What follows belongs to an exercise in optimizing a design on an open flow for small area, a short achievable clock period and few clock cycles per item; a production flow would make more cautious choices. The RTL was checked by simulation tests, not by an equivalence proof against the original design.

[flow/design.v]
`timescale 1ns/1ns
`default_nettype none
module chacha_qr (
  input  wire  [127:0] in,
  output logic [127:0] out
);
  logic [31:0] a;                             
  logic [31:0] b;
  logic [31:0] c;
  logic [31:0] d;
  always_comb
  begin
    a = in[127:96];
    b = in[95:64];
    c = in[63:32];
    d = in[31:0];
    a = a + b;                                
    d = d ^ a;
    d = {d[15:0], d[31:16]};                  
    c = c + d;                                
    b = b ^ c;
    b = {b[19:0], b[31:20]};                  
    a = a + b;                                
    d = d ^ a;
    d = {d[23:0], d[31:24]};                  
    c = c + d;                                
    b = b ^ c;
    b = {b[24:0], b[31:25]};                  
    out = {a, b, c, d};
  end
endmodule
`default_nettype wire
`timescale 1ns/1ns
`default_nettype none
module chacha_block_setup (
  input  wire          clk,
  input  wire          dr_ctr_rst,
  input  wire  [383:0] cfg,
  input  wire          ctr_set,
  input  wire          ctr_inc,
  output logic [511:0] init_state
);
  localparam logic [31:0] SIGMA0 = 32'h61707865;    
  localparam logic [31:0] SIGMA1 = 32'h3320646e;
  localparam logic [31:0] SIGMA2 = 32'h79622d32;
  localparam logic [31:0] SIGMA3 = 32'h6b206574;
  logic [255:0] key_q;                        
  logic [95:0]  nonce_q;                      
  logic [31:0]  block_ctr;                    
  function automatic logic [31:0] byte_swap(input logic [31:0] w);
    byte_swap = {w[7:0], w[15:8], w[23:16], w[31:24]};
  endfunction
  always_ff @(posedge clk)
  begin
    if (ctr_set)
    begin
      key_q   <= cfg[383:128];                
      nonce_q <= cfg[127:32];
    end
  end
  always_ff @(posedge clk)
  begin
    if (dr_ctr_rst)
      block_ctr <= '0;
    else if (ctr_set)
      block_ctr <= cfg[31:0];                 
    else if (ctr_inc)
      block_ctr <= block_ctr + 32'd1;         
  end
  always_comb
  begin
    init_state[31:0]    = SIGMA0;             
    init_state[63:32]   = SIGMA1;
    init_state[95:64]   = SIGMA2;
    init_state[127:96]  = SIGMA3;
    for (int i = 0; i < 8; i++)
      init_state[32 * (4 + i) +: 32] = byte_swap(key_q[255 - 32 * i -: 32]);    
    init_state[32 * 12 +: 32] = block_ctr;    
    for (int j = 0; j < 3; j++)
      init_state[32 * (13 + j) +: 32] = byte_swap(nonce_q[95 - 32 * j -: 32]);  
  end
endmodule
`default_nettype wire
`timescale 1ns/1ns
`default_nettype none
module chacha_round (
  input  wire          clk,
  input  wire          dr_ctr_rst,
  input  wire          load,
  input  wire          step,
  input  wire  [511:0] init_state,
  output logic [511:0] work_state,
  output logic         diag_done
);
  logic         diag_step;                    
  logic [511:0] next_state;                   
  logic [127:0] qr_in  [4];                   
  logic [127:0] qr_out [4];
  function automatic integer lane_idx(input integer row, input integer lane, input logic diag);
    integer col;
    col = diag ? ((lane + row) % 4) : lane;
    lane_idx = row * 4 + col;
  endfunction
  always_comb
  begin
    for (int g = 0; g < 4; g++)
    begin
      qr_in[g][127:96] = work_state[32 * lane_idx(0, g, diag_step) +: 32];
      qr_in[g][95:64]  = work_state[32 * lane_idx(1, g, diag_step) +: 32];
      qr_in[g][63:32]  = work_state[32 * lane_idx(2, g, diag_step) +: 32];
      qr_in[g][31:0]   = work_state[32 * lane_idx(3, g, diag_step) +: 32];
    end
  end
  for (genvar g = 0; g < 4; g++)
  begin : g_qr
    chacha_qr u_qr (
      .in  (qr_in[g]),
      .out (qr_out[g])
    );
  end
  always_comb
  begin
    next_state = work_state;                  
    for (int g = 0; g < 4; g++)
    begin
      next_state[32 * lane_idx(0, g, diag_step) +: 32] = qr_out[g][127:96];
      next_state[32 * lane_idx(1, g, diag_step) +: 32] = qr_out[g][95:64];
      next_state[32 * lane_idx(2, g, diag_step) +: 32] = qr_out[g][63:32];
      next_state[32 * lane_idx(3, g, diag_step) +: 32] = qr_out[g][31:0];
    end
  end
  always_ff @(posedge clk)
  begin
    if (load)
      work_state <= init_state;               
    else if (step)
      work_state <= next_state;
  end
  always_ff @(posedge clk)
  begin
    if (dr_ctr_rst)
      diag_step <= 1'b0;
    else if (load)
      diag_step <= 1'b0;                      
    else if (step)
      diag_step <= ~diag_step;                
  end
  assign diag_done = step && diag_step;       
endmodule
`default_nettype wire
`timescale 1ns/1ns
`default_nettype none
module chacha_finalize (
  input  wire          clk,
  input  wire          dr_ctr_rst,
  input  wire          capture,
  input  wire  [511:0] init_state,
  input  wire  [511:0] work_state,
  input  wire  [511:0] data_in,
  output logic [511:0] data_out
);
  logic [31:0]  sum_state [16];               
  logic [511:0] keystream;                    
  function automatic logic [31:0] byte_swap(input logic [31:0] w);
    byte_swap = {w[7:0], w[15:8], w[23:16], w[31:24]};
  endfunction
  always_comb
  begin
    for (int i = 0; i < 16; i++)
    begin
      sum_state[i] = init_state[32 * i +: 32] + work_state[32 * i +: 32];    
      keystream[511 - 32 * i -: 32] = byte_swap(sum_state[i]);             
    end
  end
  always_ff @(posedge clk)
  begin
    if (dr_ctr_rst)
      data_out <= '0;
    else if (capture)
      data_out <= data_in ^ keystream;        
  end
endmodule
`default_nettype wire
`timescale 1ns/1ns
`default_nettype none
module chacha_ctrl (
  input  wire        clk,
  input  wire        dr_ctr_rst,
  input  wire        init,
  input  wire        next,
  input  wire  [4:0] rounds,
  input  wire        diag_done,
  output logic       ctr_set,
  output logic       ctr_inc,
  output logic       load,
  output logic       step,
  output logic       capture,
  output logic       ready,
  output logic       data_out_valid
);
  localparam logic [2:0] CTRL_IDLE     = 3'd0;    
  localparam logic [2:0] CTRL_INIT     = 3'd1;    
  localparam logic [2:0] CTRL_ROUNDS   = 3'd2;    
  localparam logic [2:0] CTRL_FINALIZE = 3'd3;    
  localparam logic [2:0] CTRL_DONE     = 3'd4;    
  logic [2:0] state_q;
  logic [2:0] state_d;
  logic [3:0] dr_cnt;                         
  logic       accept_init;
  logic       accept_next;
  logic       last_dr;                        
  assign accept_init = init && (state_q == CTRL_IDLE || state_q == CTRL_DONE);
  assign accept_next = next && !init && (state_q == CTRL_DONE);    
  assign ctr_set = accept_init;
  assign ctr_inc = accept_next;
  assign load    = (state_q == CTRL_INIT);
  assign step    = (state_q == CTRL_ROUNDS);
  assign capture = (state_q == CTRL_FINALIZE);
  assign last_dr = (dr_cnt == rounds[4:1] - 4'd1);
  always_comb
  begin
    state_d = state_q;
    case (state_q)
      CTRL_IDLE, CTRL_DONE:
        if (accept_init || accept_next)
          state_d = CTRL_INIT;
      CTRL_INIT:
        state_d = CTRL_ROUNDS;
      CTRL_ROUNDS:
        if (diag_done && last_dr)
          state_d = CTRL_FINALIZE;            
      CTRL_FINALIZE:
        state_d = CTRL_DONE;
      default:
        state_d = CTRL_IDLE;
    endcase
  end
  always_ff @(posedge clk)
  begin
    if (dr_ctr_rst)
      state_q <= CTRL_IDLE;
    else
      state_q <= state_d;
  end
  always_ff @(posedge clk)
  begin
    if (dr_ctr_rst)
      dr_cnt <= '0;
    else if (load)
      dr_cnt <= '0;
    else if (diag_done)
      dr_cnt <= dr_cnt + 4'd1;
  end
  always_ff @(posedge clk)
  begin
    if (dr_ctr_rst)
    begin
      ready          <= 1'b1;
      data_out_valid <= 1'b0;
    end
    else if (accept_init || accept_next)
    begin
      ready          <= 1'b0;                 
      data_out_valid <= 1'b0;
    end
    else if (capture)
    begin
      ready          <= 1'b1;                 
      data_out_valid <= 1'b1;
    end
  end
endmodule
`default_nettype wire
`timescale 1ns/1ns
`default_nettype none
module chacha_core (
  input  wire          clk,
  input  wire          dr_ctr_rst,
  input  wire          init,
  input  wire          next,
  input  wire  [383:0] cfg,
  input  wire  [4:0]   rounds,
  input  wire  [511:0] data_in,
  output wire          ready,
  output wire  [511:0] data_out,
  output wire          data_out_valid
);
  wire         ctr_set;
  wire         ctr_inc;
  wire         load;
  wire         step;
  wire         capture;
  wire         diag_done;                     
  wire [511:0] init_state;                    
  wire [511:0] work_state;                    
  chacha_ctrl u_ctrl (
    .clk            (clk),
    .dr_ctr_rst     (dr_ctr_rst),
    .init           (init),
    .next           (next),
    .rounds         (rounds),
    .diag_done      (diag_done),
    .ctr_set        (ctr_set),
    .ctr_inc        (ctr_inc),
    .load           (load),
    .step           (step),
    .capture        (capture),
    .ready          (ready),
    .data_out_valid (data_out_valid)
  );
  chacha_block_setup u_block_setup (
    .clk        (clk),
    .dr_ctr_rst (dr_ctr_rst),
    .cfg        (cfg),
    .ctr_set    (ctr_set),
    .ctr_inc    (ctr_inc),
    .init_state (init_state)
  );
  chacha_round u_round (
    .clk        (clk),
    .dr_ctr_rst (dr_ctr_rst),
    .load       (load),
    .step       (step),
    .init_state (init_state),
    .work_state (work_state),
    .diag_done  (diag_done)
  );
  chacha_finalize u_finalize (
    .clk        (clk),
    .dr_ctr_rst (dr_ctr_rst),
    .capture    (capture),
    .init_state (init_state),
    .work_state (work_state),
    .data_in    (data_in),
    .data_out   (data_out)
  );
endmodule
`default_nettype wire
[flow/run.sh]
#!/bin/bash
# synth_recipe.tcl (not shown) runs the flow's synth.tcl, then flattens the netlist and writes it again
# the make line also repeats each setting of config.mk as NAME=value (left out here)
make -C /OpenROAD-flow-scripts/flow DESIGN_CONFIG=/design/flow/config.mk WORK_HOME=/design/flow/orfs CLKGATE_MAP_FILE= SYNTH_SCRIPT=/design/flow/synth_recipe.tcl finish
[flow/config.mk]
export PLATFORM = sky130hd
export DESIGN_NAME = chacha_core
export DESIGN_NICKNAME = chacha_core
export VERILOG_FILES = /design/flow/design.v
export SDC_FILE = /design/flow/constraint.sdc
export NUM_CORES = 4
export LEC_CHECK = 0
export CAP_MARGIN = 20
export CORE_MARGIN = 2
export CORE_UTILIZATION = 25
export PLACE_DENSITY = 0.5
export SLEW_MARGIN = 20
[flow/constraint.sdc]
create_clock -name core_clock -period 13.0 [get_ports {clk}]
set_input_delay 2.6000 -clock core_clock [delete_from_list [all_inputs] [get_ports {clk}]]
set_output_delay 2.6000 -clock core_clock [all_outputs]
set_load 0.01 [all_outputs]
==> flow_results.xml <==
<?xml version="1.0" encoding="UTF-8"?>
<metrics>
  <group name="worst_setup_path">
    <metric name="cp_num_buf_inv" unit="">15</metric>
    <metric name="worst_r2r_endpoint" unit="">u_round.work_state[192]</metric>
    <metric name="worst_ep_arrival_time" unit="ns">13.40</metric>
    <metric name="r2r_cells" unit="">60</metric>
    <metric name="cpLargestDelayFamily" unit="">compound AO/OA/AOI/OAI gates</metric>
    <metric name="path_class" unit="">reg -&gt; reg</metric>
    <metric name="timing.reg2reg.setup_slack" unit="ns">0.27</metric>
    <metric name="worst_path_largest_cell_delay" unit="ns">0.43</metric>
    <metric name="type_of_element_capturing_the_critical_path" unit="">flop</metric>
    <metric name="critical_path.startpoint_type" unit="">flop</metric>
    <metric name="crit_cells" unit="">60</metric>
    <metric name="critPathMaxFanout" unit="">6</metric>
    <metric name="timing.rr.start" unit="">u_round.diag_step</metric>
    <metric name="critical_path.slowest_cell" unit="">sky130_fd_sc_hd__dfxtp_4</metric>
    <metric name="cp_data_required_time" unit="ns">13.67</metric>
    <metric name="cpMostUsedCell" unit="">sky130_fd_sc_hd__buf_4</metric>
  </group>
  <group name="routing">
    <metric name="routed_wire_length_per_instance" unit="µm">36.2</metric>
    <metric name="detail_route.drc_violations" unit="">0</metric>
    <metric name="detail-route-antenna-nets" unit="">0</metric>
    <metric name="drt-initial-drc-count" unit="">12300</metric>
    <metric name="finalWirelength" unit="mm">799</metric>
    <metric name="first_pass_iters" unit="">6</metric>
    <metric name="via_count" unit="">116000</metric>
    <metric name="avgViaCountPerCell" unit="">5.24</metric>
  </group>
  <group name="yosys">
    <metric name="compound_gate_fraction_of_synth_area" unit="%">21.5</metric>
    <metric name="yosys.area_share.adder" unit="%">10.5</metric>
    <metric name="yosys_warnings" unit="">9</metric>
    <metric name="postSynth.asyncResetShare" unit="%">0</metric>
    <metric name="main_combinational_cell_family_by_area_after_synthesis" unit="">compound AO/OA/AOI/OAI gates</metric>
    <metric name="synth.lib_cells_used.distinct" unit="">108</metric>
    <metric name="dominant_register_cell_in_the_synthesized_netlist" unit="">sky130_fd_sc_hd__edfxtp_1</metric>
    <metric name="xor_and_xnor_area_share_after_synthesis" unit="%">16.2</metric>
    <metric name="ys_ff_latch" unit="">1418</metric>
    <metric name="netlist_instances" unit="">12000</metric>
    <metric name="postSynthNetCount" unit="">13800</metric>
    <metric name="syn-mean-instance-area" unit="µm²">9.12</metric>
    <metric name="synth_enable_flop_cells" unit="">736</metric>
    <metric name="yosysSeqAreaShare" unit="%">32.7</metric>
    <metric name="synth.mux.area_fraction" unit="%">4.87</metric>
    <metric name="synth_simple_gate_area_share" unit="%">11.2</metric>
    <metric name="post_synth_instance_area" unit="µm²">109000</metric>
  </group>
  <group name="sta">
    <metric name="unrepaired_setup_endpoints_after_global_routing" unit="">yes</metric>
    <metric name="final-hold-violation-count" unit="">0</metric>
    <metric name="fin_crit" unit="ns">12.73</metric>
    <metric name="min_period_over_period" unit="%">97.9</metric>
    <metric name="timing_worst_slew_pin_value" unit="ns">1.40</metric>
    <metric name="timing.final.max_slew_violations" unit="">0</metric>
    <metric name="maximum_clock_frequency" unit="MHz">78.6</metric>
    <metric name="setup-tns-final" unit="ns">0</metric>
    <metric name="fin_worst_skew" unit="ns">0.0904</metric>
    <metric name="timing.final.setup_violations" unit="">0</metric>
    <metric name="max-slew-margin-rel" unit="%">6.26</metric>
    <metric name="worst_hold_slack" unit="ns">0.449</metric>
    <metric name="setup_ws" unit="ns">0.269</metric>
  </group>
  <group name="cts">
    <metric name="post_cts_hold_buffer_count" unit="">0</metric>
    <metric name="worst_skew_pair.late_latency" unit="ns">1.00</metric>
    <metric name="cts.reportedPaths.clkPinSlew" unit="ns">0.06</metric>
    <metric name="cts_tree" unit="">done</metric>
    <metric name="cts_made_buffers" unit="">193</metric>
    <metric name="ctsLongestPathBuffers" unit="">4</metric>
    <metric name="ctsHtreeMaxLevel" unit="">4</metric>
    <metric name="clock_tree.root_cell" unit="">sky130_fd_sc_hd__clkbuf_16</metric>
    <metric name="tritoncts_num_sinks" unit="">1418</metric>
  </group>
  <group name="place">
    <metric name="dp_worst_setup_slack" unit="ns">-1.05</metric>
    <metric name="placed_area" unit="µm²">151000</metric>
    <metric name="globalplace.congestion" unit="">1.06</metric>
    <metric name="dp_hpwl" unit="mm">689</metric>
    <metric name="port_buffer_cells" unit="">1417</metric>
  </group>
  <group name="run">
    <metric name="drv_cap" unit="">0</metric>
  </group>
  <group name="die">
    <metric name="core-area" unit="µm²">435000</metric>
    <metric name="fp_rows" unit="">242</metric>
    <metric name="initial_utilization" unit="%">25.1</metric>
    <metric name="boundaryPins" unit="">1419</metric>
    <metric name="die-height" unit="µm">665</metric>
    <metric name="design.die.area" unit="µm²">442000</metric>
    <metric name="die-width" unit="µm">665</metric>
  </group>
  <group name="min_path">
    <metric name="worst_hold_path.endpoint" unit="">u_finalize.data_out[89]</metric>
    <metric name="worst_min_path_class" unit="">reg -&gt; reg</metric>
    <metric name="hold_start" unit="">u_finalize.data_out[89]</metric>
    <metric name="worst_hold_path.num_cells" unit="">2</metric>
  </group>
  <group name="global_route">
    <metric name="grt_usage" unit="%">34.6</metric>
    <metric name="globalRouteOverflowTotal" unit="">0</metric>
    <metric name="first_global_vias" unit="">110000</metric>
    <metric name="grt_start_max_net_pins" unit="">194</metric>
    <metric name="grt_pass1_wl" unit="mm">1030</metric>
    <metric name="antenna_found_initial" unit="">114</metric>
  </group>
  <group name="layout">
    <metric name="final_core_utilization" unit="%">37.0</metric>
    <metric name="drive_gt1_share" unit="%">24.1</metric>
    <metric name="syn2layout_area_growth" unit="%">47.4</metric>
    <metric name="stdcell_area" unit="µm²">161000</metric>
    <metric name="final_nets" unit="">17900</metric>
  </group>
  <group name="outcome">
    <metric name="outcome" unit="">complete, no violations</metric>
  </group>
</metrics>
-- final cells by class --
| type | instances | area (µm²) |
|---|---|---|
| inverters | 433 | 1650 |
| multi-input cells | 9687 | 72700 |
| diodes | 75 | 188 |
| flip-flops and latches | 1418 | 35800 |
| clock inverters | 90 | 971 |
| repair buffers | 4346 | 36800 |
| clock buffers | 270 | 5630 |
| well taps | 5734 | 7170 |
| fillers | 45100 | 274000 |
-- sequential cells by signal, summed over array words and instances, names as in the netlist --
| register | count |
|---|---|
| u_block_setup.block_ctr | 32 |
| u_ctrl.state_q | 3 |
| u_ctrl.ready | 1 |
| u_ctrl.dr_cnt | 4 |
| u_block_setup.nonce_q | 96 |
| u_finalize.data_out | 512 |
| u_block_setup.key_q | 256 |
| u_ctrl.data_out_valid | 1 |
| u_round.diag_step | 1 |
| u_round.work_state | 512 |
-- worst max-delay path by stage --
stage	start	endpoint	slack, ns
finish	u_round.diag_step	u_round.work_state[192]	0.27
global route	u_round.diag_step	u_round.work_state[163]	-0.05
CTS	u_round.diag_step	u_round.work_state[165]	0.001
detailed placement	u_round.diag_step	u_round.work_state[228]	-1.05
global placement	u_round.diag_step	u_round.work_state[196]	-1.04
floorplan	u_ctrl.state_q[1]	u_round.work_state[97]	0.11
-- layer usage --
| metal | up-vias | global-route usage, % | share of wire (%) |
|---|---|---|---|
| met5 | - | 0 | 0.037 |
| met4 | 46 | 23.6 | 8.4 |
| met3 | 1364 | 7.02 | 7.5 |
| met2 | 5315 | 55.1 | 44 |
| met1 | 57000 | 42.1 | 40 |
| li1 | 52000 | - | - |
-- layout by cell type (no fill, tap or decap), types with 39 or more instances in the layout --
cell type,n
sky130_fd_sc_hd__nand4_1,66
sky130_fd_sc_hd__xor2_1,517
sky130_fd_sc_hd__xnor2_2,72
sky130_fd_sc_hd__inv_1,427
sky130_fd_sc_hd__o21bai_1,98
sky130_fd_sc_hd__mux2_2,183
sky130_fd_sc_hd__clkbuf_16,203
sky130_fd_sc_hd__nor2_1,890
sky130_fd_sc_hd__dfxtp_1,681
sky130_fd_sc_hd__a21o_1,416
sky130_fd_sc_hd__o21ai_0,646
sky130_fd_sc_hd__buf_12,41
sky130_fd_sc_hd__o211ai_1,64
sky130_fd_sc_hd__diode_2,75
sky130_fd_sc_hd__xnor2_1,1342
sky130_fd_sc_hd__and2_1,39
sky130_fd_sc_hd__a22oi_1,47
sky130_fd_sc_hd__edfxtp_1,736
sky130_fd_sc_hd__a21oi_1,908
sky130_fd_sc_hd__or3_1,65
sky130_fd_sc_hd__o22a_1,51
sky130_fd_sc_hd__and3_1,95
sky130_fd_sc_hd__nor2b_1,98
sky130_fd_sc_hd__nor3_1,135
sky130_fd_sc_hd__a211oi_1,403
sky130_fd_sc_hd__nand2b_1,103
sky130_fd_sc_hd__nand2_1,889
sky130_fd_sc_hd__o221ai_1,44
sky130_fd_sc_hd__o21a_1,107
sky130_fd_sc_hd__a31oi_1,68
sky130_fd_sc_hd__clkdlybuf4s50_1,1415
sky130_fd_sc_hd__ha_1,849
sky130_fd_sc_hd__a21oi_2,51
sky130_fd_sc_hd__nand3_1,155
sky130_fd_sc_hd__o21ai_1,86
sky130_fd_sc_hd__buf_4,2876
sky130_fd_sc_hd__mux2i_1,292
sky130_fd_sc_hd__a22o_1,127
-- synthesized netlist by cell type, types with 64 or more instances --
cell / number / area (µm²)
sky130_fd_sc_hd__clkbuf_1: 379 / 1420
sky130_fd_sc_hd__a21oi_1: 959 / 4800
sky130_fd_sc_hd__dfxtp_1: 682 / 13700
sky130_fd_sc_hd__nor2_1: 905 / 3400
sky130_fd_sc_hd__xor2_1: 554 / 4850
sky130_fd_sc_hd__a211oi_1: 413 / 3100
sky130_fd_sc_hd__edfxtp_1: 736 / 22100
sky130_fd_sc_hd__mux2i_1: 315 / 3150
sky130_fd_sc_hd__a31oi_1: 80 / 500
sky130_fd_sc_hd__o21a_1: 108 / 811
sky130_fd_sc_hd__o21ai_1: 87 / 435
sky130_fd_sc_hd__o21ai_0: 670 / 3350
sky130_fd_sc_hd__xnor2_1: 1416 / 12400
sky130_fd_sc_hd__nand2_1: 893 / 3350
sky130_fd_sc_hd__nand3_1: 157 / 786
sky130_fd_sc_hd__ha_1: 875 / 10900
sky130_fd_sc_hd__nor2b_1: 103 / 644
sky130_fd_sc_hd__nand2b_1: 103 / 644
sky130_fd_sc_hd__nand4_1: 66 / 413
sky130_fd_sc_hd__nor3_1: 142 / 711
sky130_fd_sc_hd__o21bai_1: 99 / 743
sky130_fd_sc_hd__a21o_1: 416 / 3120
sky130_fd_sc_hd__or3_1: 69 / 432
sky130_fd_sc_hd__and3_1: 96 / 601
sky130_fd_sc_hd__inv_1: 431 / 1620
sky130_fd_sc_hd__mux2_2: 192 / 2160
sky130_fd_sc_hd__a22o_1: 127 / 1110
sky130_fd_sc_hd__o211ai_1: 64 / 480
-- cell families (layout without fill, tap and decap cells) --
kind of cell,Yosys count,after routing
flops,1418,1418
fa+ha+maj,903,903
other cells,0,75
mux,507,507
buf+inv,875,5139
xor+xnor,1989,1989
simple gates,2699,2699
compound gates,3589,3589
-- worst reg2reg max path: cells and delay by family, from the launching register on --
family	cells	cell delay, ns
compound gates	24	4.77
xor+xnor	6	1.45
flops	1	0.43
mux	2	0.64
simple gates	8	1.44
fa+ha+maj	5	1.44
buf+inv	15	2.32
-- metrics by stage --
stage	instances
2_1_floorplan	12000
4_1_cts	21900
3_5_place_dp	21500
3_3_place_gp	21500
6_report	22100
5_1_grt	22000
-- what timing repair did --
item	4_1_cts	5_1_grt
pin swaps	32	159
gates cloned	1	0
endpoints found under the setup margin	150	157
buffers inserted	27	55
endpoints found under the hold margin	0	0
resized for setup	118	301
Testbench counts, summed over its fixed seeds: cycles 6,571, blocks 369.

==> re-timing with driven ports <==
The flow's constraints put no driver on any port. The routed layout listed below was extracted and timed again, unchanged, in two steps.
Step 1 sets driving cells, clkbuf_16 on the clock port and buf_2 on the other inputs (assumed; they add their load-dependent delay and slew).
Step 2 also shifts input and output timing later by t, the mid clock arrival at the registers, as if the neighbouring blocks saw the same clock.
Slacks: ideal / step 1 / step 2; pairs: ideal / step 1.
shift t [ns]: 1.062
setup WS [ns]: 0.269 / 0.269 / 0.269
worst hold slack (ns): 0.449 / 0.449 / 0.449
worst setup path after step 2: register to register
worst data-port slew with drivers (ns): 0.45
After both steps this run still meets setup and hold. For this run, drivers alone change the setup slack by 0.000 ns; drivers and shift together by 0.000 ns.
